From an optimization exercise on the open Yosys and OpenROAD flow, aimed at small area; shortcuts taken in it are not production practice.
In this exercise RTL edits were held to simulation tests only and were not proved equivalent to the original.
Power figures rest on the tool's default switching activity, not on a simulated workload.

==> design.v <==
package aes_share_codec_pkg;
  localparam int unsigned S_IDLE = 0;
  localparam int unsigned S_G0   = 1;
  localparam int unsigned S_G1   = 2;
  localparam int unsigned S_ISS  = 3;
  localparam int unsigned S_WAIT = 4;
  localparam int unsigned S_OUT  = 5;
  localparam int unsigned NS     = 6;
endpackage
module aes_share_codec
#(
  parameter int unsigned d     = 2,
  parameter int unsigned RND_W = 128
) (
  input  logic                 clk,
  input  logic                 rst,
  input  logic                 in_valid,
  output logic                 in_ready,
  input  logic [127:0]         in_pt,
  input  logic [127:0]         in_key,
  input  logic                 rnd_valid,
  output logic                 rnd_ready,
  input  logic [RND_W-1:0]     rnd_in,
  output logic                 core_valid_in,
  input  logic                 core_ready,
  input  logic                 core_cipher_valid,
  output logic [128*d-1:0]     core_sh_pt,
  output logic [128*d-1:0]     core_sh_key,
  input  logic [128*d-1:0]     core_sh_ct,
  output logic                 out_valid,
  input  logic                 out_ready,
  output logic [127:0]         out_ct
);
  logic         idle_q, g0_q, g1_q, iss_q, wt_q, outs_q;
  logic         idle_d, g0_d, g1_d, iss_d, wt_d, outs_d;
  logic [127:0] ct_s0, ct_s1;
  logic [127:0] pn_q, pn_d, m0n_q, m0n_d, k_q, m1_q, m1_d, x;
  logic         ld_p, ld_m, take_m1, hold_m1;
  assign idle_d = (idle_q & ~in_valid)        | (outs_q & out_ready);
  assign g0_d   = (idle_q & in_valid)         | (g0_q & ~rnd_valid);
  assign g1_d   = (g0_q & rnd_valid)          | (g1_q & ~rnd_valid);
  assign iss_d  = (g1_q & rnd_valid)          | (iss_q & ~core_ready);
  assign wt_d   = (iss_q & core_ready)        | (wt_q & ~core_cipher_valid);
  assign outs_d = (wt_q & core_cipher_valid)  | (outs_q & ~out_ready);
  always_ff @(posedge clk or posedge rst) begin
    if (rst) begin
      idle_q <= 1'b1;
      g0_q   <= 1'b0;
      g1_q   <= 1'b0;
      iss_q  <= 1'b0;
      wt_q   <= 1'b0;
      outs_q <= 1'b0;
    end else begin
      idle_q <= idle_d;
      g0_q   <= g0_d;
      g1_q   <= g1_d;
      iss_q  <= iss_d;
      wt_q   <= wt_d;
      outs_q <= outs_d;
    end
  end
  for (genvar b = 0; b < 128; b++) begin : g_bit
    assign ct_s0[b] = core_sh_ct[2*b];
    assign ct_s1[b] = core_sh_ct[2*b+1];
  end
  assign ld_p  = idle_q | wt_q;
  assign ld_m  = g0_q | wt_q;
  assign pn_d  = (pn_q  | {128{ld_p}}) & ~({128{idle_q}} & in_pt)  & ~({128{wt_q}} & ct_s0);
  assign m0n_d = (m0n_q | {128{ld_m}}) & ~({128{g0_q}}   & rnd_in) & ~({128{wt_q}} & ct_s1);
  assign take_m1 = g1_q & rnd_valid;
  assign hold_m1 = iss_q & ~core_ready;
  assign m1_d    = ({128{take_m1}} & rnd_in) | ({128{hold_m1}} & m1_q);
  always_ff @(posedge clk) begin
    pn_q  <= pn_d;
    m0n_q <= m0n_d;
    if (idle_q) k_q <= in_key;
  end
  always_ff @(posedge clk or posedge rst) begin
    if (rst) m1_q <= '0;
    else     m1_q <= m1_d;
  end
  assign x = pn_q ^ m0n_q;
  always_comb begin
    in_ready      = idle_q;
    rnd_ready     = g0_q | g1_q;
    core_valid_in = iss_q;
    out_valid     = outs_q;
    for (int b = 0; b < 128; b++) begin
      core_sh_pt[2*b+1]  = iss_q & ~m0n_q[b];
      core_sh_pt[2*b]    = iss_q & x[b];
      core_sh_key[2*b+1] = m1_q[b];
      core_sh_key[2*b]   = iss_q & (k_q[b] ^ m1_q[b]);
    end
    out_ct = {128{outs_q}} & x;
  end
endmodule
==> flow/run.sh <==
#!/bin/bash
# The standard synthesis, then its gates between the flip-flops replaced by a hand mapping
# (flow/remap.py keeps every flip-flop as synthesized), then the standard layout with the
# smallest buffer on each port and a clock tree of small buffers without dummy loads.
set -euo pipefail
R=orfs/results/sky130hd/aes_share_codec/base
bash standard.sh synth > synth.log 2>&1
cp $R/1_2_yosys.v $R/1_2_yosys_standard.v
python3 flow/remap.py $R/1_2_yosys_standard.v $R/1_2_yosys.v > remap.log 2>&1
rm -f $R/1_synth.odb $R/1_synth.sdc
bash standard.sh \
  "BUFFER_PORTS_ARGS=-buffer_cell sky130_fd_sc_hd__buf_1" \
  "CTS_ARGS=-sink_clustering_enable -repair_clock_nets -dont_use_dummy_load -buf_list {sky130_fd_sc_hd__clkbuf_4 sky130_fd_sc_hd__clkbuf_8} -sink_clustering_size 16 -sink_clustering_max_diameter 50" \
  finish > standard.log 2>&1
==> flow/remap.py <==
#!/usr/bin/env python3
"""Rewrite the standard synthesis netlist with a hand-mapped combinational part.

Every flip-flop of the standard synthesis is kept as it is (instance name, cell type); only
the gates between them are replaced by the mapping below, which computes the same functions
as the RTL in rtl/aes_share_codec.sv, gate for gate.
usage: remap.py IN.v OUT.v
"""
import re
import sys

SC = "sky130_fd_sc_hd__"
src = open(sys.argv[1]).read()

flops = {}
for typ, name, body in re.findall(r"(sky130_fd_sc_hd__\w+)\s+(\\\S+\s|\S+)\s*\((.*?)\);", src, re.S):
    if not re.match(SC + r"(e?dfx|dfr|dfs)", typ):
        continue
    pins = {p: n.strip() for p, n in re.findall(r"\.(\w+)\(([^()]*)\)", body)}
    q = pins["Q"].lstrip("\\").strip()
    m = re.match(r"(\w+)\[(\d+)\]$", q)
    if m and m.group(1) in ("pn_q", "m0n_q", "k_q", "m1_q"):
        key = (m.group(1), int(m.group(2)))
    elif m and m.group(1) == "core_sh_key" and int(m.group(2)) % 2 == 1:
        key = ("m1_q", int(m.group(2)) // 2)
    else:
        alias = {"in_ready": "idle_q", "core_valid_in": "iss_q", "out_valid": "outs_q"}
        key = (alias.get(q, q), None)
    assert key not in flops, key
    flops[key] = (typ, name.strip())

expect = {(r, b) for r in ("pn_q", "m0n_q", "k_q", "m1_q") for b in range(128)}
expect |= {(s, None) for s in ("idle_q", "g0_q", "g1_q", "iss_q", "wt_q", "outs_q")}
assert set(flops) == expect, sorted(set(flops) ^ expect)[:10]

out = []
wires = set()
n = [0]


def w(name):
    wires.add(name)
    return name


def cell(typ, **pins):
    n[0] += 1
    conns = ", ".join(f".{p}({v})" for p, v in pins.items())
    out.append(f"  {SC}{typ} rm_{n[0]} ({conns});")


def flop(key, d, q, **extra):
    typ, name = flops[key]
    pins = {"CLK": "clk", "D": d}
    if "dfr" in typ:
        pins["RESET_B"] = "rstn"
    if "dfs" in typ:
        pins["SET_B"] = "rstn"
    if "edf" in typ:
        pins["DE"] = extra["de"]
    pins["Q"] = q
    conns = ", ".join(f".{p}({v})" for p, v in pins.items())
    out.append(f"  {typ} {name} ({conns});")


def tag(base, b):
    return w(f"{base}_{b}")


# Control: one-hot state and the signals broadcast to the bit slices.
idle, iss, outs = "in_ready", "core_valid_in", "out_valid"
g0, g1, wt = w("g0"), w("g1"), w("wt")
cell("inv_1", A="rst", Y=w("rstn"))
for s in ("in_valid", "rnd_valid", "core_ready", "core_cipher_valid", "out_ready"):
    cell("inv_1", A=s, Y=w("n_" + s))
cell("a22o_1", A1=idle, A2="n_in_valid", B1=outs, B2="out_ready", X=w("idle_d"))
cell("a22o_1", A1=idle, A2="in_valid", B1=g0, B2="n_rnd_valid", X=w("g0_d"))
cell("mux2_1", S="rnd_valid", A1=g0, A0=g1, X=w("g1_d"))
cell("a22o_1", A1=g1, A2="rnd_valid", B1=iss, B2="n_core_ready", X=w("iss_d"))
cell("a22o_1", A1=iss, A2="core_ready", B1=wt, B2="n_core_cipher_valid", X=w("wt_d"))
cell("a22o_1", A1=wt, A2="core_cipher_valid", B1=outs, B2="n_out_ready", X=w("outs_d"))
flop(("idle_q", None), "idle_d", idle)
flop(("g0_q", None), "g0_d", g0)
flop(("g1_q", None), "g1_d", g1)
flop(("iss_q", None), "iss_d", iss)
flop(("wt_q", None), "wt_d", wt)
flop(("outs_q", None), "outs_d", outs)
cell("or2_1", A=g0, B=g1, X="rnd_ready")
cell("or2_1", A=idle, B=wt, X=w("ld_p"))
cell("or2_1", A=g0, B=wt, X=w("ld_m"))
cell("and2_1", A=g1, B="rnd_valid", X=w("take_m1"))
cell("and2_1", A=iss, B="n_core_ready", X=w("hold_m1"))
cell("inv_1", A=iss, Y=w("iss_n"))
cell("inv_1", A=outs, Y=w("outs_n"))

for b in range(128):
    pn, m0n, k = tag("pn_q", b), tag("m0n_q", b), tag("k_q", b)
    m1 = f"core_sh_key[{2 * b + 1}]"
    # pn = (pn | ld_p) & ~(idle & in_pt) & ~(wt & ct_s0), and m0n likewise.
    cell("nor2_1", A=pn, B="ld_p", Y=tag("pn_h", b))
    cell("a221oi_1", A1=idle, A2=f"in_pt[{b}]", B1=wt, B2=f"core_sh_ct[{2 * b}]",
         C1=f"pn_h_{b}", Y=tag("pn_d", b))
    flop(("pn_q", b), f"pn_d_{b}", pn)
    cell("nor2_1", A=m0n, B="ld_m", Y=tag("m0n_h", b))
    cell("a221oi_1", A1=g0, A2=f"rnd_in[{b}]", B1=wt, B2=f"core_sh_ct[{2 * b + 1}]",
         C1=f"m0n_h_{b}", Y=tag("m0n_d", b))
    flop(("m0n_q", b), f"m0n_d_{b}", m0n)
    flop(("k_q", b), f"in_key[{b}]", k, de=idle)
    cell("a22o_1", A1="take_m1", A2=f"rnd_in[{b}]", B1="hold_m1", B2=m1, X=tag("m1_d", b))
    flop(("m1_q", b), f"m1_d_{b}", m1)
    # x = ~(pt ^ M0) in ISSUE, ~ct in OUT.
    cell("xnor2_1", A=pn, B=m0n, Y=tag("xn", b))
    cell("nor2_1", A="iss_n", B=f"xn_{b}", Y=f"core_sh_pt[{2 * b}]")
    cell("nor2_1", A="iss_n", B=m0n, Y=f"core_sh_pt[{2 * b + 1}]")
    cell("nor2_1", A="outs_n", B=f"xn_{b}", Y=f"out_ct[{b}]")
    cell("xnor2_1", A=k, B=m1, Y=tag("xk", b))
    cell("nor2_1", A="iss_n", B=f"xk_{b}", Y=f"core_sh_key[{2 * b}]")

head = """module aes_share_codec(clk, rst, in_valid, in_ready, in_pt, in_key, rnd_valid, rnd_ready,
  rnd_in, core_valid_in, core_ready, core_cipher_valid, core_sh_pt, core_sh_key, core_sh_ct,
  out_valid, out_ready, out_ct);
  input clk;
  input rst;
  input in_valid;
  output in_ready;
  input [127:0] in_pt;
  input [127:0] in_key;
  input rnd_valid;
  output rnd_ready;
  input [127:0] rnd_in;
  output core_valid_in;
  input core_ready;
  input core_cipher_valid;
  output [255:0] core_sh_pt;
  output [255:0] core_sh_key;
  input [255:0] core_sh_ct;
  output out_valid;
  input out_ready;
  output [127:0] out_ct;
"""
with open(sys.argv[2], "w") as f:
    f.write(head)
    for x in sorted(wires):
        f.write(f"  wire {x};\n")
    f.write("\n".join(out) + "\nendmodule\n")
print(f"kept {len(flops)} flip-flops, wrote {n[0]} gates")
==> standard.sh <==
#!/bin/bash
# synth_recipe.tcl (not shown) runs the flow's synth.tcl, then flattens the netlist and writes it again
# the make line also repeats each setting of config.mk as NAME=value (left out here)
make -C /OpenROAD-flow-scripts/flow DESIGN_CONFIG=/design/flow/config.mk WORK_HOME=/design/flow/orfs CLKGATE_MAP_FILE= SYNTH_SCRIPT=/design/flow/synth_recipe.tcl "${@:-finish}"
==> config.mk <==
export PLATFORM = sky130hd
export DESIGN_NAME = aes_share_codec
export DESIGN_NICKNAME = aes_share_codec
export VERILOG_FILES = /design/flow/design.v
export SDC_FILE = /design/flow/constraint.sdc
export NUM_CORES = 4
export LEC_CHECK = 0
export CAP_MARGIN = 20
export CORE_AREA = 5 5 395 395
export DIE_AREA = 0 0 400 400
export SLEW_MARGIN = 20
==> constraint.sdc <==
create_clock -name core_clock -period 5.0 [get_ports {clk}]
set_input_delay 1.0000 -clock core_clock [delete_from_list [all_inputs] [get_ports {clk}]]
set_output_delay 1.0000 -clock core_clock [all_outputs]
set_load 0.01 [all_outputs]
==> results of run 1 <==
cell usage in the layout, fill, tap and decap left out, drive strengths merged:
cell,instances
a221oi,256
a22o,133
and2,2
buf,1324
clkbuf,78
clkinvlp,1
dfrtp,133
dfstp,1
dfxtp,256
diode,45
edfxtp,128
inv,7
mux2,1
nor2,768
or2,3
xnor2,256
final cells by class:
cell class	instances	area share, %
antenna	45	0.3756
clock buffer	78	3.581
inverter	8	0.1544
multi-input combinational	1419	28.68
sequential	518	41.15
tap	2030	8.472
timing repair buffer	1324	17.59
flip-flops by register name, indices dropped and copies added, names as in the netlist, named ones only:
signal	count
k_q	128
m0n_q	128
m1_q	128
pn_q	128
g0_q	1
idle_q	1
iss_q	1
outs_q	1
wt_q	1
layer usage:
layer / GRT usage [%] / up-vias
met4: 8.374 / 58
met2: 28.33 / 1629
met3: 7.935 / 357
met5: 0 / -
li1: - / 9903
met1: 23.58 / 11782
path summary, 6_finish.rpt:
check | startpoint | endpoint | slack (ps) | depth (start not counted)
min reg2reg | pn_q[122] | pn_q[122] | 520 | 2
max in group asynchronous | rst | m1_q[113] | 3680 | 3
min in group core_clock | in_key[126] | k_q[126] | 430 | 1
min | rst | m1_q[103] | 330 | 2
max | iss_q | core_sh_pt[0] | 1540 | 5
max reg2reg | idle_q | pn_q[42] | 2250 | 4
worst max-delay path, cell delays in order (launching register included):
cell and delay (ps):
dfrtp_2 450, clkinvlp_4 160, buf_12 340, buf_4 420
nor2_1 80, buf_1 170
metrics by stage:
stage	hold slack (ps)	instance area, um^2	instances	TNS (ps)
floorplan	487.3	20940	1945	-198940
global placement	497.6	28780	5299	0
detailed placement	497.6	28790	5299	0
CTS	251.5	29860	5377	0
global route	314.4	29930	5402	0
finish	327.4	29980	5422	0
power by group through the flow:
stage          Sequential [mW]  Combinational (mW)  Clock [mW]
4_1_cts                   4.30               0.291        3.17
5_1_grt                   4.30               0.317        3.30
3_3_place_gp              4.39               0.284           0
6_report                  4.30               0.294        3.03
2_1_floorplan             4.39              0.0165           0
3_5_place_dp              4.39               0.289           0
==> flow_metrics.env, run 1 <==
export IMPL_place_ws_ps=2261
export IMPL_peakVddDrop_mv=0.1683
export IMPL_hpwl_mm=133.7
export IMPL_hold_viol=0
export IMPL_met2RoutedLength_mm=72.32
export IMPL_post_cts_resized=0
export IMPL_wl_met3_mm=18.70
export IMPL_period_needed_ps=3458
export IMPL_syn_to_final_growth_pct=43.26
export IMPL_seq_area_mm2=0.01234
export IMPL_p_int_mw=5.786
export IMPL_nFillCells=17109
export IMPL_cts_tree="built"
export IMPL_slew_headroom_pct=16.51
export IMPL_die_y_um=400
export IMPL_worstMarginPinSlew_ps=1243
export IMPL_syn_instance_count=1945
export IMPL_syn_nets=2592
export IMPL_final_setup_viol_count=0
export IMPL_place_congestion=0.9934
export IMPL_leakage_nw=9.712
export IMPL_swShare_pct=24.10
export IMPL_ys_warn_count=1
export IMPL_cts_made_buffers=78
export IMPL_finish_utilization_pct=19.78
export IMPL_drc_errors=0
export IMPL_end_kind="output port"
export IMPL_die_area_mm2=0.1600
export IMPL_grt_pass1_wl_mm=205.3
export IMPL_seqPwrFrac_pct=56.4
export IMPL_nets=3996
export IMPL_top_layer="met5"
export IMPL_drv_slew=0
export IMPL_combPwrFrac_pct=3.9
export IMPL_max_freq_mhz=289.2
export IMPL_antenna_found_initial=128
export IMPL_post_drt_wl_per_cell_um=29.93
export IMPL_power_density_mw_per_mm2=254.3
export IMPL_clk_path_buf_depth=3
export IMPL_worstSetupPathType="reg -> out"
export IMPL_cp_required_ps=4000
export IMPL_crit_arrival_ps=2460
export IMPL_drt_pass1_iterations=5
export IMPL_design_core_area_mm2=0.1515
export IMPL_min_path_type="in -> async"
export IMPL_cts_hold_buf=0
export IMPL_wl_met1_mm=64.49
export IMPL_p_sw_mw=1.838
export IMPL_clk_insertion_delay_late_ps=710
export IMPL_drive_gt1_share_pct=3.735
export IMPL_rsz0062_at_grt="false"
export IMPL_cts_sinks=518
export IMPL_fin_total_pwr_mw=7.624
export IMPL_worstPathMaxFanout=90
export IMPL_grt_max_degree=122
export IMPL_post_cts_buffers=0
export IMPL_clk_pin_slew_worst_paths_ps=80
export IMPL_grt_pass1_vias=21971
export IMPL_overflow=0
export IMPL_fin_ws_ps=1542
export IMPL_rows=143
export IMPL_drt_total_wl_mm=162.3
export IMPL_htreeDepth=3
export IMPL_port_buffers=1290
export IMPL_root_buffer="clkbuf_8"
export IMPL_die_w_um=400
export IMPL_grtUsageTotal_pct=18.87
export IMPL_syn_cell_area_mm2=0.02093
export IMPL_timing_critical_path_from_type="register"
export IMPL_start_util_pct=13.81
export IMPL_drv_cap=0
export IMPL_syn_area_per_cell_um2=10.76
export IMPL_antenna_left=0
export IMPL_skew_ps=58.46
export IMPL_power_share_clock_pct=39.7
export IMPL_period_share_pct=69.16
export IMPL_via_per_inst=4.376
export IMPL_vias=23729
export IMPL_drt_iter0_markers=2613
export IMPL_multi_input_area_mm2=0.008600
export IMPL_status="complete, no violations"
export IMPL_ioPinCount=1291
==> run 2: changes to the inputs <==
==> flow/run.sh (replaced) <==
#!/bin/bash
# The standard synthesis, then its gates between the flip-flops replaced by a hand mapping
# (flow/remap.py keeps every flip-flop as synthesized) with inverter trees for the broadcast
# signals, then the standard layout with the
# smallest buffer on each port and a clock tree of small buffers without dummy loads.
set -euo pipefail
R=orfs/results/sky130hd/aes_share_codec/base
bash standard.sh synth > synth.log 2>&1
cp $R/1_2_yosys.v $R/1_2_yosys_standard.v
python3 flow/remap.py $R/1_2_yosys_standard.v $R/1_2_yosys.v > remap.log 2>&1
rm -f $R/1_synth.odb $R/1_synth.sdc
bash standard.sh \
  "BUFFER_PORTS_ARGS=-buffer_cell sky130_fd_sc_hd__buf_1" \
  "CTS_ARGS=-sink_clustering_enable -repair_clock_nets -dont_use_dummy_load -buf_list {sky130_fd_sc_hd__clkbuf_8} -sink_clustering_size 20 -sink_clustering_max_diameter 60" \
  finish > standard.log 2>&1
--- a/flow/remap.py
+++ b/flow/remap.py
@@ -88,8 +88,23 @@
 cell("or2_1", A=g0, B=g1, X="rnd_ready")
-cell("or2_1", A=idle, B=wt, X=w("ld_p"))
-cell("or2_1", A=g0, B=wt, X=w("ld_m"))
-cell("and2_1", A=g1, B="rnd_valid", X=w("take_m1"))
-cell("and2_1", A=iss, B="n_core_ready", X=w("hold_m1"))
-cell("inv_1", A=iss, Y=w("iss_n"))
-cell("inv_1", A=outs, Y=w("outs_n"))
+# Broadcast signals reach the bit slices through one inverting trunk cell and a row of small
+# inverters, each driving the slices of one group of bits.
+cell("inv_2", A=idle, Y=w("idle_n"))
+cell("inv_2", A=wt, Y=w("wt_n"))
+cell("inv_2", A=g0, Y=w("g0_n"))
+cell("nor2_1", A=idle, B=wt, Y=w("ld_p_n"))
+cell("nor2_1", A=g0, B=wt, Y=w("ld_m_n"))
+cell("nand2_1", A=g1, B="rnd_valid", Y=w("take_m1_n"))
+cell("nand2_1", A=iss, B="n_core_ready", Y=w("hold_m1_n"))
+GROUP = {"iss_n": 8, "outs_n": 32, "idle": 16, "wt": 16, "g0": 32,
+         "ld_p": 32, "ld_m": 32, "take_m1": 32, "hold_m1": 32}
+SRC = {"iss_n": iss, "outs_n": outs, "idle": "idle_n", "wt": "wt_n", "g0": "g0_n",
+       "ld_p": "ld_p_n", "ld_m": "ld_m_n", "take_m1": "take_m1_n", "hold_m1": "hold_m1_n"}
+for sig, g in GROUP.items():
+    for j in range(128 // g):
+        cell("inv_2", A=SRC[sig], Y=w(f"{sig}_g{j}"))
+
+
+def leaf(sig, b):
+    return f"{sig}_g{b // GROUP[sig]}"
+
 
@@ -99,12 +114,12 @@
     # pn = (pn | ld_p) & ~(idle & in_pt) & ~(wt & ct_s0), and m0n likewise.
-    cell("nor2_1", A=pn, B="ld_p", Y=tag("pn_h", b))
-    cell("a221oi_1", A1=idle, A2=f"in_pt[{b}]", B1=wt, B2=f"core_sh_ct[{2 * b}]",
+    cell("nor2_1", A=pn, B=leaf("ld_p", b), Y=tag("pn_h", b))
+    cell("a221oi_1", A1=leaf("idle", b), A2=f"in_pt[{b}]", B1=leaf("wt", b), B2=f"core_sh_ct[{2 * b}]",
          C1=f"pn_h_{b}", Y=tag("pn_d", b))
     flop(("pn_q", b), f"pn_d_{b}", pn)
-    cell("nor2_1", A=m0n, B="ld_m", Y=tag("m0n_h", b))
-    cell("a221oi_1", A1=g0, A2=f"rnd_in[{b}]", B1=wt, B2=f"core_sh_ct[{2 * b + 1}]",
+    cell("nor2_1", A=m0n, B=leaf("ld_m", b), Y=tag("m0n_h", b))
+    cell("a221oi_1", A1=leaf("g0", b), A2=f"rnd_in[{b}]", B1=leaf("wt", b), B2=f"core_sh_ct[{2 * b + 1}]",
          C1=f"m0n_h_{b}", Y=tag("m0n_d", b))
     flop(("m0n_q", b), f"m0n_d_{b}", m0n)
-    flop(("k_q", b), f"in_key[{b}]", k, de=idle)
-    cell("a22o_1", A1="take_m1", A2=f"rnd_in[{b}]", B1="hold_m1", B2=m1, X=tag("m1_d", b))
+    flop(("k_q", b), f"in_key[{b}]", k, de=leaf("idle", b))
+    cell("a22o_1", A1=leaf("take_m1", b), A2=f"rnd_in[{b}]", B1=leaf("hold_m1", b), B2=m1, X=tag("m1_d", b))
     flop(("m1_q", b), f"m1_d_{b}", m1)
@@ -112,7 +127,7 @@
     cell("xnor2_1", A=pn, B=m0n, Y=tag("xn", b))
-    cell("nor2_1", A="iss_n", B=f"xn_{b}", Y=f"core_sh_pt[{2 * b}]")
-    cell("nor2_1", A="iss_n", B=m0n, Y=f"core_sh_pt[{2 * b + 1}]")
-    cell("nor2_1", A="outs_n", B=f"xn_{b}", Y=f"out_ct[{b}]")
+    cell("nor2_1", A=leaf("iss_n", b), B=f"xn_{b}", Y=f"core_sh_pt[{2 * b}]")
+    cell("nor2_1", A=leaf("iss_n", b), B=m0n, Y=f"core_sh_pt[{2 * b + 1}]")
+    cell("nor2_1", A=leaf("outs_n", b), B=f"xn_{b}", Y=f"out_ct[{b}]")
     cell("xnor2_1", A=k, B=m1, Y=tag("xk", b))
-    cell("nor2_1", A="iss_n", B=f"xk_{b}", Y=f"core_sh_key[{2 * b}]")
+    cell("nor2_1", A=leaf("iss_n", b), B=f"xk_{b}", Y=f"core_sh_key[{2 * b}]")
 
==> flow_metrics.env, run 2 <==
export IMPL_syn_area_per_cell_um2=10.56
export IMPL_p_sw_mw=1.826
export IMPL_syn_instance_count=2002
export IMPL_drt_pass1_iterations=8
export IMPL_drv_slew=0
export IMPL_clk_path_buf_depth=3
export IMPL_drt_total_wl_mm=174.7
export IMPL_syn_to_final_growth_pct=40.17
export IMPL_final_setup_viol_count=0
export IMPL_cts_sinks=518
export IMPL_hold_viol=0
export IMPL_post_cts_buffers=0
export IMPL_crit_arrival_ps=2850
export IMPL_period_needed_ps=3847
export IMPL_overflow=0
export IMPL_grt_pass1_vias=22683
export IMPL_drv_cap=0
export IMPL_grtUsageTotal_pct=20.46
export IMPL_cts_tree="built"
export IMPL_period_share_pct=76.94
export IMPL_reg2reg_to="m1_q[72]"
export IMPL_place_ws_ps=1793
export IMPL_via_per_inst=4.472
export IMPL_clk_pin_slew_worst_paths_ps=70
export IMPL_syn_nets=2649
export IMPL_grtUsageMet2_pct=30.39
export IMPL_worstSetupPathType="reg -> out"
export IMPL_seqPwrFrac_pct=57.9
export IMPL_die_area_mm2=0.1600
export IMPL_place_congestion=0.9774
export IMPL_grt_pass1_wl_mm=219.1
export IMPL_rsz0062_at_grt="false"
export IMPL_gr_max_usage_layer="met2"
export IMPL_ff2ff_path_depth=3
export IMPL_grt_max_degree=72
export IMPL_clk_insertion_delay_late_ps=750
export IMPL_peakVddDrop_mv=0.2014
export IMPL_setup_tns_ps=0
export IMPL_worstPathMaxFanout=24
export IMPL_die_y_um=400
export IMPL_post_cts_resized=0
export IMPL_syn_cell_area_mm2=0.02113
export IMPL_port_buffers=1290
export IMPL_antenna_left=0
export IMPL_ioPinCount=1291
export IMPL_leakage_nw=9.629
export IMPL_nFillCells=17179
export IMPL_cts_hold_buf=0
export IMPL_end_kind="output port"
export IMPL_post_drt_wl_per_cell_um=32.12
export IMPL_swShare_pct=24.60
export IMPL_die_w_um=400
export IMPL_combPwrFrac_pct=3.8
export IMPL_drt_iter0_markers=2918
export IMPL_htreeDepth=3
export IMPL_vias=24318
export IMPL_power_density_mw_per_mm2=250.6
export IMPL_drc_errors=0
export IMPL_status="complete, no violations"
export IMPL_skew_ps=63.60
export IMPL_cp_required_ps=4000
export IMPL_final_common_cell="buf_1"
export IMPL_min_path_type="in -> async"
export IMPL_r2r_slack_ps=2640
export IMPL_grtUsageMet1_pct=25.43
export IMPL_max_freq_mhz=260.0
export IMPL_power_share_clock_pct=38.2
export IMPL_slew_headroom_pct=26.52
export IMPL_root_buffer="clkbuf_8"
export IMPL_drive_gt1_share_pct=4.043
export IMPL_timing_critical_path_from_type="register"
export IMPL_cts_made_buffers=67
export IMPL_start_util_pct=13.94
export IMPL_globalRouteMet3Util_pct=9.242
export IMPL_mostFrequentLayoutCells="buf_1, nor2_1, dfxtp_1, a221oi_1, xnor2_1"
export IMPL_p_int_mw=5.597
export IMPL_nets=4013
export IMPL_worstMarginPinSlew_ps=1094
export IMPL_ys_warn_count=1
export IMPL_rows=143
export IMPL_r2r_start="iss_q"
export IMPL_hpwl_mm=142.2
export IMPL_antenna_found_initial=145
export IMPL_fin_ws_ps=1153
export IMPL_design_core_area_mm2=0.1515
==> run 2: final cells by class <==
cell class,instances,area (um^2),area share [%]
Tap cell,2030,2540,8.575
Antenna cell,44,110.1,0.3717
Timing Repair Buffer,1295,4892,16.52
Sequential cell,518,12320,41.61
Inverter,65,251.5,0.8491
Multi-Input combinational cell,1419,8579,28.97
Clock buffer,67,922.1,3.113
==> run 2: worst max-delay path by stage <==
stage / startpoint / endpoint
after global placement: iss_q / core_sh_pt[96]
after floorplan: rst / asynchronous set/reset pin
after global routing: iss_q / core_sh_pt[246]
final: iss_q / core_sh_pt[246]
after detailed placement: iss_q / core_sh_pt[246]
after CTS: iss_q / core_sh_pt[246]
==> run 2: stage by stage <==
step | total power [mW] | util, % | std cells | hold slack (ps) | cell area, um^2
after floorplan | 4.409 | - | 2002 | 488.2 | 21130
after global placement | 4.663 | 18.86 | 5327 | 495.8 | 28580
after detailed placement | 4.667 | 18.86 | 5327 | 497.5 | 28590
after CTS | 7.546 | 19.47 | 5394 | 255.9 | 29510
after global routing | 7.698 | 19.51 | 5416 | 317.8 | 29560
final | 7.423 | 19.54 | 5438 | 385.6 | 29620
==> run 2: per-layer routing <==
metal,wire length (um),share of wire [%]
met4,7601,4.4
met5,609,0.35
met1,68400,39
met3,21830,12
met2,76210,44
==> run 2: critical path, stage by stage, from the launching register on <==
cell and delay (ps):
dfrtp_2 900, inv_2 470, nor2_1 530, buf_1 210
==> run 2: power by group through the flow <==
stage                     logic (mW)  clock network, mW  registers [mW]
after floorplan               0.0165                  0            4.39
after global placement         0.271                  0            4.39
after detailed placement       0.275                  0            4.39
after CTS                      0.279               2.97            4.30
after global routing           0.304               3.09            4.30
final                          0.283               2.84            4.30
==> run 3: changes to the inputs <==
--- a/flow/run.sh
+++ b/flow/run.sh
@@ -13,3 +13,3 @@
   "BUFFER_PORTS_ARGS=-buffer_cell sky130_fd_sc_hd__buf_1" \
-  "CTS_ARGS=-sink_clustering_enable -repair_clock_nets -dont_use_dummy_load -buf_list {sky130_fd_sc_hd__clkbuf_8} -sink_clustering_size 20 -sink_clustering_max_diameter 60" \
+  "CTS_ARGS=-sink_clustering_enable -repair_clock_nets -dont_use_dummy_load -buf_list {sky130_fd_sc_hd__clkbuf_8} -sink_clustering_size 14 -sink_clustering_max_diameter 150" \
   finish > standard.log 2>&1
==> flow_metrics.env, run 3 <==
export IMPL_post_drt_wl_per_cell_um=32.29
export IMPL_min_path_type="in -> async"
export IMPL_swShare_pct=25.35
export IMPL_hold_viol=0
export IMPL_drc_errors=0
export IMPL_place_congestion=0.9774
export IMPL_holdWs_ps=364.6
export IMPL_syn_to_final_growth_pct=38.80
export IMPL_timing_critical_path_from_type="register"
export IMPL_slew_headroom_pct=28.84
export IMPL_rsz0062_at_grt="false"
export IMPL_skew_ps=96.93
export IMPL_cts_made_buffers=46
export IMPL_seqPwrFrac_pct=61.3
export IMPL_grt_pass1_wl_mm=218.9
export IMPL_period_share_pct=76.28
export IMPL_overflow=0
export IMPL_worstPathMaxFanout=24
export IMPL_start_util_pct=13.94
export IMPL_cts_tree="built"
export IMPL_nets=3992
export IMPL_die_w_um=400
export IMPL_vias=24111
export IMPL_top_layer="met5"
export IMPL_status="complete, no violations"
export IMPL_worstMarginPinSlew_ps=1060
export IMPL_p_sw_mw=1.776
export IMPL_drv_cap=0
export IMPL_drt_total_wl_mm=174.9
export IMPL_post_cts_buffers=0
export IMPL_peakVddDrop_mv=0.1518
export IMPL_htreeDepth=2
export IMPL_ioPinCount=1291
export IMPL_via_per_inst=4.451
export IMPL_max_freq_mhz=262.2
export IMPL_met2RoutedLength_mm=76.02
export IMPL_drv_slew=0
export IMPL_post_cts_resized=0
export IMPL_leakage_nw=9.478
export IMPL_final_common_cell="buf_1"
export IMPL_cts_hold_buf=0
export IMPL_antenna_left=0
export IMPL_power_share_clock_pct=34.6
export IMPL_antenna_found_initial=147
export IMPL_drt_pass1_iterations=6
export IMPL_die_area_mm2=0.1600
export IMPL_rows=143
export IMPL_worstSetupPathType="reg -> out"
export IMPL_syn_area_per_cell_um2=10.56
export IMPL_root_buffer="clkbuf_8"
export IMPL_cts_sinks=518
export IMPL_drive_gt1_share_pct=3.440
export IMPL_syn_instance_count=2002
export IMPL_grt_max_degree=72
export IMPL_final_setup_viol_count=0
export IMPL_setup_tns_ps=0
export IMPL_design_core_area_mm2=0.1515
export IMPL_grtUsageTotal_pct=20.39
export IMPL_wl_met3_mm=20.43
export IMPL_cp_required_ps=4000
export IMPL_syn_nets=2649
export IMPL_ys_warn_count=1
export IMPL_port_buffers=1290
export IMPL_clk_pin_slew_worst_paths_ps=110
export IMPL_crit_arrival_ps=2810
export IMPL_clk_path_buf_depth=3
export IMPL_die_y_um=400
export IMPL_period_needed_ps=3814
export IMPL_mostFrequentLayoutCells="buf_1, nor2_1, dfxtp_1, a221oi_1, xnor2_1"
export IMPL_clk_insertion_delay_late_ps=750
export IMPL_wl_met1_mm=70.15
export IMPL_p_int_mw=5.231
export IMPL_syn_cell_area_mm2=0.02113
export IMPL_drt_iter0_markers=2878
export IMPL_grt_pass1_vias=22469
export IMPL_combPwrFrac_pct=4.0
export IMPL_end_kind="output port"
export IMPL_power_density_mw_per_mm2=238.9
export IMPL_hpwl_mm=142.2
export IMPL_nFillCells=17176
run 3: cell count changes in the layout (fill, tap and decap cells not counted):
cell / change
clkbuf_8: -21
run 3: power by group through the flow:
stage          clock network [mW]  registers, mW  logic (mW)
2_1_floorplan                   0           4.39      0.0165
3_3_place_gp                    0           4.39       0.271
4_1_cts                      2.56           4.30       0.279
3_5_place_dp                    0           4.39       0.275
5_1_grt                      2.66           4.30       0.303
6_report                     2.43           4.30       0.282
run 3: final cells by class:
cell class	count	area [um^2]	area share [%]
multi-input cells	1419	8579	29.25
inverters	65	251.5	0.8574
well taps	2030	2540	8.660
flip-flops and latches	518	12320	42.02
repair buffers	1295	4892	16.68
diodes	44	110.1	0.3754
clock buffers	46	633.1	2.159
run 3: through the flow:
step	utilization [%]	setup slack, ps	instances	area [um^2]	total power [mW]
global placement	18.86	1855	5327	28580	4.663
global route	19.32	999.2	5395	29280	7.265
floorplan	-	418.9	2002	21130	4.409
CTS	19.28	985.1	5373	29220	7.141
detailed placement	18.86	1793	5327	28590	4.667
finish	19.35	1186	5417	29330	7.008
run 3: path summary, 6_finish.rpt:
| path | startpoint | end | slack [ps] | cells past startpoint |
|---|---|---|---|---|
| setup / recovery | iss_q | core_sh_pt[249] | 1190 | 3 |
| hold / removal | rst | m1_q[72] | 360 | 2 |
| max in group asynchronous | rst | m1_q[107] | 3720 | 3 |
| setup reg to reg | iss_q | m1_q[8] | 2690 | 3 |
| min in group core_clock | in_key[41] | k_q[41] | 400 | 1 |
| hold reg to reg | pn_q[123] | pn_q[123] | 520 | 2 |
run 3: layer usage:
metal  global-route usage (%)  up-vias
met2                    30.47     1827
li1                         -     9890
met1                    25.90    11890
met5                        0        -
met3                    8.576      418
met4                    8.278       86
run 3: critical path, stage by stage, from the launching register on:
cell     delay (ps)
dfrtp_2         900
inv_2           470
nor2_1          530
buf_1           210
==> run 4: changes to the inputs <==
--- a/design.v
+++ b/design.v
@@ -36,3 +36,3 @@
   logic [127:0] ct_s0, ct_s1;
-  logic [127:0] pn_q, pn_d, m0n_q, m0n_d, k_q, m1_q, m1_d, x;
+  logic [127:0] pn_q, pn_d, m0n_q, m0n_d, kn_q, kn_d, m1_q, m1_d, x;
   logic         ld_p, ld_m, take_m1, hold_m1;
@@ -69,2 +69,3 @@
   assign m0n_d = (m0n_q | {128{ld_m}}) & ~({128{g0_q}}   & rnd_in) & ~({128{wt_q}} & ct_s1);
+  assign kn_d  = (kn_q  | {128{ld_p}}) & ~({128{idle_q}} & in_key);
   assign take_m1 = g1_q & rnd_valid;
@@ -75,3 +76,3 @@
     m0n_q <= m0n_d;
-    if (idle_q) k_q <= in_key;
+    kn_q  <= kn_d;
   end
@@ -91,3 +92,3 @@
       core_sh_key[2*b+1] = m1_q[b];
-      core_sh_key[2*b]   = iss_q & (k_q[b] ^ m1_q[b]);
+      core_sh_key[2*b]   = iss_q & ~(kn_q[b] ^ m1_q[b]);
     end
--- a/flow/remap.py
+++ b/flow/remap.py
@@ -21,3 +21,3 @@
     m = re.match(r"(\w+)\[(\d+)\]$", q)
-    if m and m.group(1) in ("pn_q", "m0n_q", "k_q", "m1_q"):
+    if m and m.group(1) in ("pn_q", "m0n_q", "kn_q", "m1_q"):
         key = (m.group(1), int(m.group(2)))
@@ -31,3 +31,3 @@
 
-expect = {(r, b) for r in ("pn_q", "m0n_q", "k_q", "m1_q") for b in range(128)}
+expect = {(r, b) for r in ("pn_q", "m0n_q", "kn_q", "m1_q") for b in range(128)}
 expect |= {(s, None) for s in ("idle_q", "g0_q", "g1_q", "iss_q", "wt_q", "outs_q")}
@@ -98,3 +98,3 @@
 GROUP = {"iss_n": 8, "outs_n": 32, "idle": 16, "wt": 16, "g0": 32,
-         "ld_p": 32, "ld_m": 32, "take_m1": 32, "hold_m1": 32}
+         "ld_p": 16, "ld_m": 32, "take_m1": 32, "hold_m1": 32}
 SRC = {"iss_n": iss, "outs_n": outs, "idle": "idle_n", "wt": "wt_n", "g0": "g0_n",
@@ -111,3 +111,3 @@
 for b in range(128):
-    pn, m0n, k = tag("pn_q", b), tag("m0n_q", b), tag("k_q", b)
+    pn, m0n, kn = tag("pn_q", b), tag("m0n_q", b), tag("kn_q", b)
     m1 = f"core_sh_key[{2 * b + 1}]"
@@ -122,3 +122,6 @@
     flop(("m0n_q", b), f"m0n_d_{b}", m0n)
-    flop(("k_q", b), f"in_key[{b}]", k, de=leaf("idle", b))
+    # kn = (kn | ld_p) & ~(idle & in_key)
+    cell("nor2_1", A=kn, B=leaf("ld_p", b), Y=tag("kn_h", b))
+    cell("a21oi_1", A1=leaf("idle", b), A2=f"in_key[{b}]", B1=f"kn_h_{b}", Y=tag("kn_d", b))
+    flop(("kn_q", b), f"kn_d_{b}", kn)
     cell("a22o_1", A1=leaf("take_m1", b), A2=f"rnd_in[{b}]", B1=leaf("hold_m1", b), B2=m1, X=tag("m1_d", b))
@@ -130,3 +133,3 @@
     cell("nor2_1", A=leaf("outs_n", b), B=f"xn_{b}", Y=f"out_ct[{b}]")
-    cell("xnor2_1", A=k, B=m1, Y=tag("xk", b))
+    cell("xor2_1", A=kn, B=m1, X=tag("xk", b))
     cell("nor2_1", A=leaf("iss_n", b), B=f"xk_{b}", Y=f"core_sh_key[{2 * b}]")
==> flow_metrics.env, run 4 <==
export IMPL_final_setup_viol_count=0
export IMPL_p_int_mw=5.074
export IMPL_nFillCells=17426
export IMPL_hold_viol=0
export IMPL_power_share_clock_pct=35.7
export IMPL_slew_headroom_pct=17.45
export IMPL_worstSetupPathType="reg -> out"
export IMPL_post_cts_buffers=0
export IMPL_vias=25704
export IMPL_place_ws_ps=1843
export IMPL_timing_critical_path_from_type="register"
export IMPL_rsz0062_at_grt="false"
export IMPL_syn_to_final_growth_pct=39.54
export IMPL_start_util_pct=13.85
export IMPL_htreeDepth=2
export IMPL_port_buffers=1290
export IMPL_fin_ws_ps=1210
export IMPL_peakVddDrop_mv=0.1662
export IMPL_cp_cell_sequence="inv_2 > nor2_1 > buf_1"
export IMPL_period_needed_ps=3790
export IMPL_period_share_pct=75.79
export IMPL_leakage_nw=9.727
export IMPL_grt_pass1_wl_mm=227.3
export IMPL_grtUsageTotal_pct=20.98
export IMPL_syn_cell_area_mm2=0.02099
export IMPL_die_w_um=400
export IMPL_cp_required_ps=4000
export IMPL_grt_max_degree=72
export IMPL_post_cts_resized=0
export IMPL_seqPwrFrac_pct=60.0
export IMPL_clk_path_buf_depth=3
export IMPL_rows=143
export IMPL_design_core_area_mm2=0.1515
export IMPL_hpwl_mm=145.6
export IMPL_fin_total_pwr_mw=6.897
export IMPL_finish_utilization_pct=19.32
export IMPL_worstPathMaxFanout=24
export IMPL_crit_arrival_ps=2790
export IMPL_placed_cell_area_mm2=0.02850
export IMPL_grt_pass1_vias=23663
export IMPL_cts_tree="built"
export IMPL_swShare_pct=26.43
export IMPL_cts_made_buffers=46
export IMPL_drt_total_wl_mm=180.5
export IMPL_post_drt_wl_per_cell_um=31.69
export IMPL_syn_instance_count=2262
export IMPL_setup_tns_ps=0
export IMPL_cts_hold_buf=0
export IMPL_overflow=0
export IMPL_combPwrFrac_pct=4.2
export IMPL_nets=4255
export IMPL_ys_warn_count=1
export IMPL_finish_instance_area_mm2=0.02928
export IMPL_status="complete, no violations"
export IMPL_clk_insertion_delay_late_ps=770
export IMPL_ioPinCount=1291
export IMPL_drive_gt1_share_pct=3.522
export IMPL_root_buffer="clkbuf_8"
export IMPL_drc_errors=0
export IMPL_place_congestion=0.9778
export IMPL_die_area_mm2=0.1600
export IMPL_max_freq_mhz=263.9
export IMPL_ff2ff_path_depth=3
export IMPL_drt_iter0_markers=3323
export IMPL_antenna_found_initial=132
export IMPL_antenna_left=0
export IMPL_cts_sinks=518
export IMPL_seq_area_mm2=0.01104
export IMPL_die_y_um=400
export IMPL_multi_input_area_mm2=0.009733
export IMPL_worstMarginPinSlew_ps=1234
export IMPL_drt_pass1_iterations=6
export IMPL_drv_cap=0
export IMPL_slowest_stage="dfrtp_2"
export IMPL_mostFrequentLayoutCells="buf_1, nor2_1, dfxtp_1, a221oi_1, a22o_1"
export IMPL_skew_ps=102.0
export IMPL_p_sw_mw=1.823
export IMPL_power_density_mw_per_mm2=235.5
export IMPL_min_path_type="in -> async"
export IMPL_syn_nets=2909
export IMPL_drv_slew=0
export IMPL_end_kind="output port"
export IMPL_worst_path_largest_cell_delay_ps=940
export IMPL_syn_area_per_cell_um2=9.278
export IMPL_clk_pin_slew_worst_paths_ps=100
export IMPL_via_per_inst=4.513
export IMPL_final_common_cell="buf_1"
run 4: path summary, 6_finish.rpt:
kind / from / end / slack [ps]
max reg2reg: iss_q / m1_q[82] / 2540
min reg2reg: kn_q[70] / kn_q[70] / 500
max: iss_q / core_sh_key[42] / 1210
min: rst / m1_q[17] / 360
min in group core_clock: in_key[96] / kn_q[96] / 390
max in group asynchronous: rst / m1_q[90] / 3650
run 4: routing by layer:
metal	part of all wire [%]	vias up	wire [um]	GRT usage, %
li1	-	10726	-	-
met1	41	12807	74240	27.13
met2	45	1796	80690	32.20
met3	10	337	18180	6.769
met4	3.9	38	7116	8.444
met5	0.14	-	255	0.8929
run 4: critical path: cells and delay by family (launching register included):
kind                   cells  cell delay, ps
buffers and inverters      2             700
flip-flops                 1             940
AND/OR/NAND/NOR            1             430
run 4: metrics by stage:
stage	std cells	hold slack, ps
finish	5696	356.5
global route	5669	328.4
CTS	5636	269.0
detailed placement	5590	488.2
global placement	5588	484.9
floorplan	2262	476.9
run 4: area by class of cell:
cell class | instances | share of cell area [%]
sequential | 518 | 37.71
multi-input combinational | 1675 | 33.24
timing repair buffer | 1298 | 16.80
tap | 2030 | 8.673
clock buffer | 46 | 2.162
inverter | 69 | 0.9101
antenna | 60 | 0.5127
run 4: power groups by stage:
| stage | Combinational [mW] | Clock (mW) | Sequential (mW) |
|---|---|---|---|
| after floorplan | 0.0166 | 0 | 4.23 |
| after CTS | 0.289 | 2.59 | 4.14 |
| after global placement | 0.284 | 0 | 4.23 |
| after global routing | 0.312 | 2.70 | 4.14 |
| after detailed placement | 0.286 | 0 | 4.23 |
| final | 0.293 | 2.47 | 4.14 |
==> run 5: changes to the inputs <==
--- a/design.v
+++ b/design.v
@@ -36,4 +36,4 @@
   logic [127:0] ct_s0, ct_s1;
-  logic [127:0] pn_q, pn_d, m0n_q, m0n_d, kn_q, kn_d, m1_q, m1_d, x;
-  logic         ld_p, ld_m, take_m1, hold_m1;
+  logic [127:0] pn_q, pn_d, m0n_q, m0n_d, kn_q, kn_d, m1n_q, m1n_d, x;
+  logic         ld_p, ld_m, ld_m1;
   assign idle_d = (idle_q & ~in_valid)        | (outs_q & out_ready);
@@ -70,5 +70,4 @@
   assign kn_d  = (kn_q  | {128{ld_p}}) & ~({128{idle_q}} & in_key);
-  assign take_m1 = g1_q & rnd_valid;
-  assign hold_m1 = iss_q & ~core_ready;
-  assign m1_d    = ({128{take_m1}} & rnd_in) | ({128{hold_m1}} & m1_q);
+  assign ld_m1 = g1_q | wt_q;
+  assign m1n_d = (m1n_q | {128{ld_m1}}) & ~({128{g1_q}} & rnd_in);
   always_ff @(posedge clk) begin
@@ -77,6 +76,3 @@
     kn_q  <= kn_d;
-  end
-  always_ff @(posedge clk or posedge rst) begin
-    if (rst) m1_q <= '0;
-    else     m1_q <= m1_d;
+    m1n_q <= m1n_d;
   end
@@ -91,4 +87,4 @@
       core_sh_pt[2*b]    = iss_q & x[b];
-      core_sh_key[2*b+1] = m1_q[b];
-      core_sh_key[2*b]   = iss_q & ~(kn_q[b] ^ m1_q[b]);
+      core_sh_key[2*b+1] = iss_q & ~m1n_q[b];
+      core_sh_key[2*b]   = iss_q & (kn_q[b] ^ m1n_q[b]);
     end
--- a/flow/remap.py
+++ b/flow/remap.py
@@ -21,6 +21,4 @@
     m = re.match(r"(\w+)\[(\d+)\]$", q)
-    if m and m.group(1) in ("pn_q", "m0n_q", "kn_q", "m1_q"):
+    if m and m.group(1) in ("pn_q", "m0n_q", "kn_q", "m1n_q"):
         key = (m.group(1), int(m.group(2)))
-    elif m and m.group(1) == "core_sh_key" and int(m.group(2)) % 2 == 1:
-        key = ("m1_q", int(m.group(2)) // 2)
     else:
@@ -31,3 +29,3 @@
 
-expect = {(r, b) for r in ("pn_q", "m0n_q", "kn_q", "m1_q") for b in range(128)}
+expect = {(r, b) for r in ("pn_q", "m0n_q", "kn_q", "m1n_q") for b in range(128)}
 expect |= {(s, None) for s in ("idle_q", "g0_q", "g1_q", "iss_q", "wt_q", "outs_q")}
@@ -95,8 +93,8 @@
 cell("nor2_1", A=g0, B=wt, Y=w("ld_m_n"))
-cell("nand2_1", A=g1, B="rnd_valid", Y=w("take_m1_n"))
-cell("nand2_1", A=iss, B="n_core_ready", Y=w("hold_m1_n"))
+cell("inv_2", A=g1, Y=w("g1_n"))
+cell("nor2_1", A=g1, B=wt, Y=w("ld_m1_n"))
 GROUP = {"iss_n": 8, "outs_n": 32, "idle": 16, "wt": 16, "g0": 32,
-         "ld_p": 16, "ld_m": 32, "take_m1": 32, "hold_m1": 32}
+         "ld_p": 16, "ld_m": 32, "g1": 32, "ld_m1": 32}
 SRC = {"iss_n": iss, "outs_n": outs, "idle": "idle_n", "wt": "wt_n", "g0": "g0_n",
-       "ld_p": "ld_p_n", "ld_m": "ld_m_n", "take_m1": "take_m1_n", "hold_m1": "hold_m1_n"}
+       "ld_p": "ld_p_n", "ld_m": "ld_m_n", "g1": "g1_n", "ld_m1": "ld_m1_n"}
 for sig, g in GROUP.items():
@@ -112,3 +110,3 @@
     pn, m0n, kn = tag("pn_q", b), tag("m0n_q", b), tag("kn_q", b)
-    m1 = f"core_sh_key[{2 * b + 1}]"
+    m1n = tag("m1n_q", b)
     # pn = (pn | ld_p) & ~(idle & in_pt) & ~(wt & ct_s0), and m0n likewise.
@@ -126,4 +124,6 @@
     flop(("kn_q", b), f"kn_d_{b}", kn)
-    cell("a22o_1", A1=leaf("take_m1", b), A2=f"rnd_in[{b}]", B1=leaf("hold_m1", b), B2=m1, X=tag("m1_d", b))
-    flop(("m1_q", b), f"m1_d_{b}", m1)
+    # m1n = (m1n | ld_m1) & ~(g1 & rnd_in)
+    cell("nor2_1", A=m1n, B=leaf("ld_m1", b), Y=tag("m1n_h", b))
+    cell("a21oi_1", A1=leaf("g1", b), A2=f"rnd_in[{b}]", B1=f"m1n_h_{b}", Y=tag("m1n_d", b))
+    flop(("m1n_q", b), f"m1n_d_{b}", m1n)
     # x = ~(pt ^ M0) in ISSUE, ~ct in OUT.
@@ -133,3 +133,4 @@
     cell("nor2_1", A=leaf("outs_n", b), B=f"xn_{b}", Y=f"out_ct[{b}]")
-    cell("xor2_1", A=kn, B=m1, X=tag("xk", b))
+    cell("nor2_1", A=leaf("iss_n", b), B=m1n, Y=f"core_sh_key[{2 * b + 1}]")
+    cell("xnor2_1", A=kn, B=m1n, Y=tag("xk", b))
     cell("nor2_1", A=leaf("iss_n", b), B=f"xk_{b}", Y=f"core_sh_key[{2 * b}]")
==> flow_metrics.env, run 5 <==
export IMPL_status="complete, no violations"
export IMPL_syn_cell_area_mm2=0.02083
export IMPL_grt_max_degree=33
export IMPL_slew_headroom_pct=27.25
export IMPL_final_common_cell="buf_1"
export IMPL_period_share_pct=78.52
export IMPL_mostFrequentLayoutCells="buf_1, nor2_1, dfxtp_1, a21oi_1, a221oi_1"
export IMPL_die_w_um=400
export IMPL_grt_pass1_wl_mm=227.6
export IMPL_peakVddDrop_mv=0.1780
export IMPL_drv_cap=0
export IMPL_rows=143
export IMPL_multi_input_area_mm2=0.01018
export IMPL_antenna_found_initial=133
export IMPL_clk_pin_slew_worst_paths_ps=110
export IMPL_finish_utilization_pct=19.16
export IMPL_cts_tree="built"
export IMPL_ys_warn_count=1
export IMPL_worstMarginPinSlew_ps=1091
export IMPL_rsz0062_at_grt="false"
export IMPL_cp_required_ps=4000
export IMPL_slowest_stage="dfrtp_2"
export IMPL_hpwl_mm=146.6
export IMPL_skew_ps=102.7
export IMPL_fin_total_pwr_mw=6.780
export IMPL_leakage_nw=9.188
export IMPL_timing_critical_path_from_type="register"
export IMPL_root_buffer="clkbuf_8"
export IMPL_die_y_um=400
export IMPL_nFillCells=17584
export IMPL_drv_slew=0
export IMPL_syn_to_final_growth_pct=39.42
export IMPL_power_density_mw_per_mm2=233.5
export IMPL_worst_path_largest_cell_delay_ps=930
export IMPL_vias=26309
export IMPL_min_path_type="in -> reg"
export IMPL_cp_cell_sequence="inv_2 > nor2_1 > buf_1"
export IMPL_htreeDepth=2
export IMPL_end_kind="output port"
export IMPL_grt_pass1_vias=24319
export IMPL_max_freq_mhz=254.7
export IMPL_antenna_left=0
export IMPL_clk_path_buf_depth=3
export IMPL_drive_gt1_share_pct=3.183
export IMPL_post_drt_wl_per_cell_um=30.31
export IMPL_worstPathMaxFanout=32
export IMPL_syn_area_per_cell_um2=8.271
export IMPL_post_cts_resized=0
export IMPL_setup_tns_ps=0
export IMPL_syn_nets=3165
export IMPL_nets=4513
export IMPL_die_area_mm2=0.1600
export IMPL_seq_area_mm2=0.01040
export IMPL_worstSetupPathType="reg -> out"
export IMPL_hold_viol=0
export IMPL_period_needed_ps=3926
export IMPL_cts_sinks=518
export IMPL_drt_iter0_markers=2902
export IMPL_design_core_area_mm2=0.1515
export IMPL_cts_made_buffers=44
export IMPL_drt_total_wl_mm=180.0
export IMPL_grtUsageTotal_pct=20.97
export IMPL_syn_instance_count=2518
export IMPL_clk_insertion_delay_late_ps=740
export IMPL_holdWs_ps=405.9
export IMPL_drt_pass1_iterations=6
export IMPL_final_setup_viol_count=0
export IMPL_start_util_pct=13.74
export IMPL_overflow=0
export IMPL_place_congestion=0.9834
export IMPL_via_per_inst=4.430
export IMPL_crit_arrival_ps=2930
export IMPL_port_buffers=1290
export IMPL_drc_errors=0
export IMPL_ioPinCount=1291
==> run 5: final timing paths <==
path	cells past startpoint	end	start	slack [ps]
min reg2reg	2	kn_q[0]	kn_q[0]	510
max reg2reg	3	pn_q[122]	wt_q	2810
max in group asynchronous	3	idle_q	rst	4000
min	2	kn_q[57]	in_key[57]	410
min in group asynchronous	3	asynchronous set/reset pin	rst	750
max	3	core_sh_key[54]	iss_q	1070
==> run 5: report_power, final <==
group	switching, mW	internal, mW
sequential	0	4.12
combinational	0.159	0.112
clock	1.60	0.787
==> run 5: layout make-up <==
class                      count  area share [%]
antenna                       45          0.3878
timing repair buffer        1302           17.00
sequential                   518           35.83
multi-input combinational   1930           35.05
clock buffer                  44           2.086
tap                         2030           8.748
inverter                      70          0.9049
==> run 5: worst max-delay path: cells and delay by family, from the launching register on <==
family                 cells  cell delay (ps)
buffers and inverters      2              740
AND/OR/NAND/NOR            1              430
flip-flops                 1              930
==> run 5: repair_timing <==
item,CTS,global route
buffers inserted,0,0
hold endpoints to repair,3,0
hold buffers,1,0
==> run 5: stage by stage <==
stage / cell area [um^2] / worst slack [ps] / std cells
after floorplan: 20830 / 2567 / 2518
final: 29040 / 1074 / 5939
after global routing: 29000 / 833.9 / 5926
after global placement: 28300 / 1693 / 5849
after CTS: 28920 / 802.1 / 5894
after detailed placement: 28310 / 1665 / 5849
==> run 5: metal layers <==
metal | up-vias | part of all wire, % | track usage, %
met5 | - | 0.21 | 1.262
met4 | 56 | 3.7 | 8.361
met3 | 368 | 10 | 7.232
met2 | 1751 | 46 | 32.98
met1 | 12814 | 40 | 26.17
li1 | 11320 | - | -
==> run 6: changes to the inputs <==
--- a/flow/remap.py
+++ b/flow/remap.py
@@ -95,4 +95,4 @@
 cell("nor2_1", A=g1, B=wt, Y=w("ld_m1_n"))
-GROUP = {"iss_n": 8, "outs_n": 32, "idle": 16, "wt": 16, "g0": 32,
-         "ld_p": 16, "ld_m": 32, "g1": 32, "ld_m1": 32}
+GROUP = {"iss_n": 8, "outs_n": 32, "idle": 32, "wt": 32, "g0": 32,
+         "ld_p": 32, "ld_m": 32, "g1": 32, "ld_m1": 32}
 SRC = {"iss_n": iss, "outs_n": outs, "idle": "idle_n", "wt": "wt_n", "g0": "g0_n",
==> flow_metrics.env, run 6 <==
export IMPL_rows=143
export IMPL_placed_cells=5840
export IMPL_combPwrFrac_pct=3.8
export IMPL_worstSetupPathType="reg -> out"
export IMPL_stdcell_count=5955
export IMPL_drt_total_wl_mm=174.1
export IMPL_slew_headroom_pct=24.90
export IMPL_syn_area_per_cell_um2=8.293
export IMPL_grt_pass1_wl_mm=219.7
export IMPL_final_common_cell="buf_1"
export IMPL_clk_pin_slew_worst_paths_ps=70
export IMPL_rsz0062_at_grt="false"
export IMPL_place_congestion=0.9594
export IMPL_syn_nets=3153
export IMPL_port_buffers=1290
export IMPL_htreeDepth=2
export IMPL_cp_required_ps=4000
export IMPL_crit_arrival_ps=2860
export IMPL_die_area_mm2=0.1600
export IMPL_clk_path_buf_depth=3
export IMPL_end_kind="output port"
export IMPL_final_setup_viol_count=0
export IMPL_antenna_left=0
export IMPL_ys_warn_count=1
export IMPL_seq_area_mm2=0.01041
export IMPL_period_needed_ps=3861
export IMPL_cts_hold_buf=0
export IMPL_mostFrequentLayoutCells="buf_1, nor2_1, dfxtp_1"
export IMPL_design_core_area_mm2=0.1515
export IMPL_drc_errors=0
export IMPL_place_ws_ps=1346
export IMPL_root_buffer="clkbuf_8"
export IMPL_period_share_pct=77.21
export IMPL_die_y_um=400
export IMPL_hpwl_mm=140.2
export IMPL_fin_ws_ps=1139
export IMPL_syn_cell_area_mm2=0.02078
export IMPL_cts_tree="built"
export IMPL_syn_to_final_growth_pct=39.92
export IMPL_p_sw_mw=1.763
export IMPL_multi_input_area_mm2=0.01016
export IMPL_die_w_um=400
export IMPL_max_freq_mhz=259.0
export IMPL_finish_utilization_pct=19.19
export IMPL_clk_insertion_delay_late_ps=750
export IMPL_antenna_found_initial=143
export IMPL_placed_cell_area_mm2=0.02827
export IMPL_cts_made_buffers=46
export IMPL_worstPathMaxFanout=32
export IMPL_peakVddDrop_mv=0.1527
export IMPL_hold_viol=0
export IMPL_start_util_pct=13.71
export IMPL_grtUsageTotal_pct=20.16
export IMPL_post_drt_wl_per_cell_um=29.23
export IMPL_syn_instance_count=2506
export IMPL_drv_slew=0
export IMPL_drv_cap=0
export IMPL_via_per_inst=4.375
export IMPL_drt_iter0_markers=2952
export IMPL_vias=26052
export IMPL_setup_tns_ps=0
export IMPL_leakage_nw=9.123
export IMPL_overflow=0
export IMPL_holdWs_ps=216.1
export IMPL_power_density_mw_per_mm2=234.5
export IMPL_swShare_pct=25.86
export IMPL_status="complete, no violations"
export IMPL_cts_sinks=518
export IMPL_seqPwrFrac_pct=60.5
export IMPL_post_cts_buffers=0
export IMPL_drt_pass1_iterations=6
export IMPL_p_int_mw=5.055
export IMPL_post_cts_resized=0
export IMPL_finish_instance_area_mm2=0.02908
export IMPL_worstMarginPinSlew_ps=1118
export IMPL_skew_ps=61.51
export IMPL_drive_gt1_share_pct=2.956
export IMPL_fin_total_pwr_mw=6.818
export IMPL_nFillCells=17548
export IMPL_ioPinCount=1291
export IMPL_timing_critical_path_from_type="register"
export IMPL_grt_max_degree=65
export IMPL_nets=4505
export IMPL_power_share_clock_pct=35.7
export IMPL_grt_pass1_vias=23935
export IMPL_min_path_type="in -> async"
==> run 6: changes by cell type in the layout (fill, tap and decap cells not counted) <==
cell,change
diode_2,+24
inv_2,-12
buf_4,+3
clkbuf_8,+2
dfrtp_2,-1
dfrtp_4,+1
dlygate4sd3_1,-1
nor2_1,+1
nor2_4,-1
xnor2_1,+1
xnor2_2,-1
==> run 6: worst paths after layout <==
| path | from | slack (ps) | end | depth (start not counted) |
|---|---|---|---|---|
| min in group core_clock | in_key[61] | 410 | kn_q[61] | 2 |
| min | rst | 220 | g0_q | 2 |
| max reg2reg | wt_q | 2950 | pn_q[9] | 4 |
| min reg2reg | kn_q[107] | 510 | kn_q[107] | 2 |
| max | iss_q | 1140 | core_sh_pt[249] | 3 |
| max in group asynchronous | rst | 4530 | idle_q | 2 |
==> run 6: area by class of cell <==
type | count | area share [%]
Sequential cell | 518 | 35.78
Multi-Input combinational cell | 1930 | 34.95
Timing Repair Buffer | 1304 | 17.01
Tap cell | 2030 | 8.735
Clock buffer | 46 | 2.177
Inverter | 58 | 0.7487
Antenna cell | 69 | 0.5938
==> run 6: worst max-delay path, stage by stage, from the launching register on <==
cell and delay, ps:
dfrtp_4 840, inv_2 440, nor2_1 620, buf_1 250
==> run 6: power by group through the flow <==
stage / clock network (mW) / registers [mW] / logic [mW]
floorplan: 0 / 4.22 / 0.00159
global placement: 0 / 4.22 / 0.250
detailed placement: 0 / 4.22 / 0.252
CTS: 2.57 / 4.12 / 0.255
global route: 2.68 / 4.12 / 0.276
finish: 2.44 / 4.12 / 0.260
==> run 6: layer usage <==
layer  track usage [%]  routed length [um]
met1             24.74               68420
met5             1.632                 437
met3             8.081               19920
met2             31.43               78070
met4             7.805                7210

## separate check: timing with driven ports
The results above use ideal ports. As a check the final layouts listed here were re-extracted and re-timed, cells and wires unchanged.
Step 1 (the two cells are an assumption about what drives the block):
set clk [get_ports {clk}]
set_driving_cell -lib_cell sky130_fd_sc_hd__clkbuf_16 $clk
set_driving_cell -lib_cell sky130_fd_sc_hd__buf_2 [delete_from_list [all_inputs] $clk]
Step 2 times the ports against the registers' clock, not the clock port: input delays grow and output delays shrink by t, the midpoint of the rising clock arrivals with the driver on.
a / b / c = ideal ports / drivers / drivers and shift; a / b = the first two.
run | t, ns | slack for setup (ns) | worst setup path after step 2 | clock arrival spread, ns | worst register clock-pin slew, ns
run 1 | 0.753 | 1.542 / 1.480 / 2.077 | input to register | 0.088 / 0.088 | 0.10 / 0.10
run 2 | 0.769 | 1.153 / 1.070 / 1.839 | register to output | 0.124 / 0.124 | 0.12 / 0.12
run 3 | 0.775 | 1.186 / 1.102 / 1.877 | register to output | 0.127 / 0.127 | 0.11 / 0.11
run 4 | 0.771 | 1.210 / 1.148 / 1.920 | register to output | 0.120 / 0.121 | 0.12 / 0.12
run 5 | 0.780 | 1.074 / 0.989 / 1.770 | register to output | 0.107 / 0.107 | 0.12 / 0.12
run 6 | 0.759 | 1.139 / 1.082 / 1.841 | register to output | 0.087 / 0.088 | 0.12 / 0.12
After both steps every run listed still meets setup and hold.
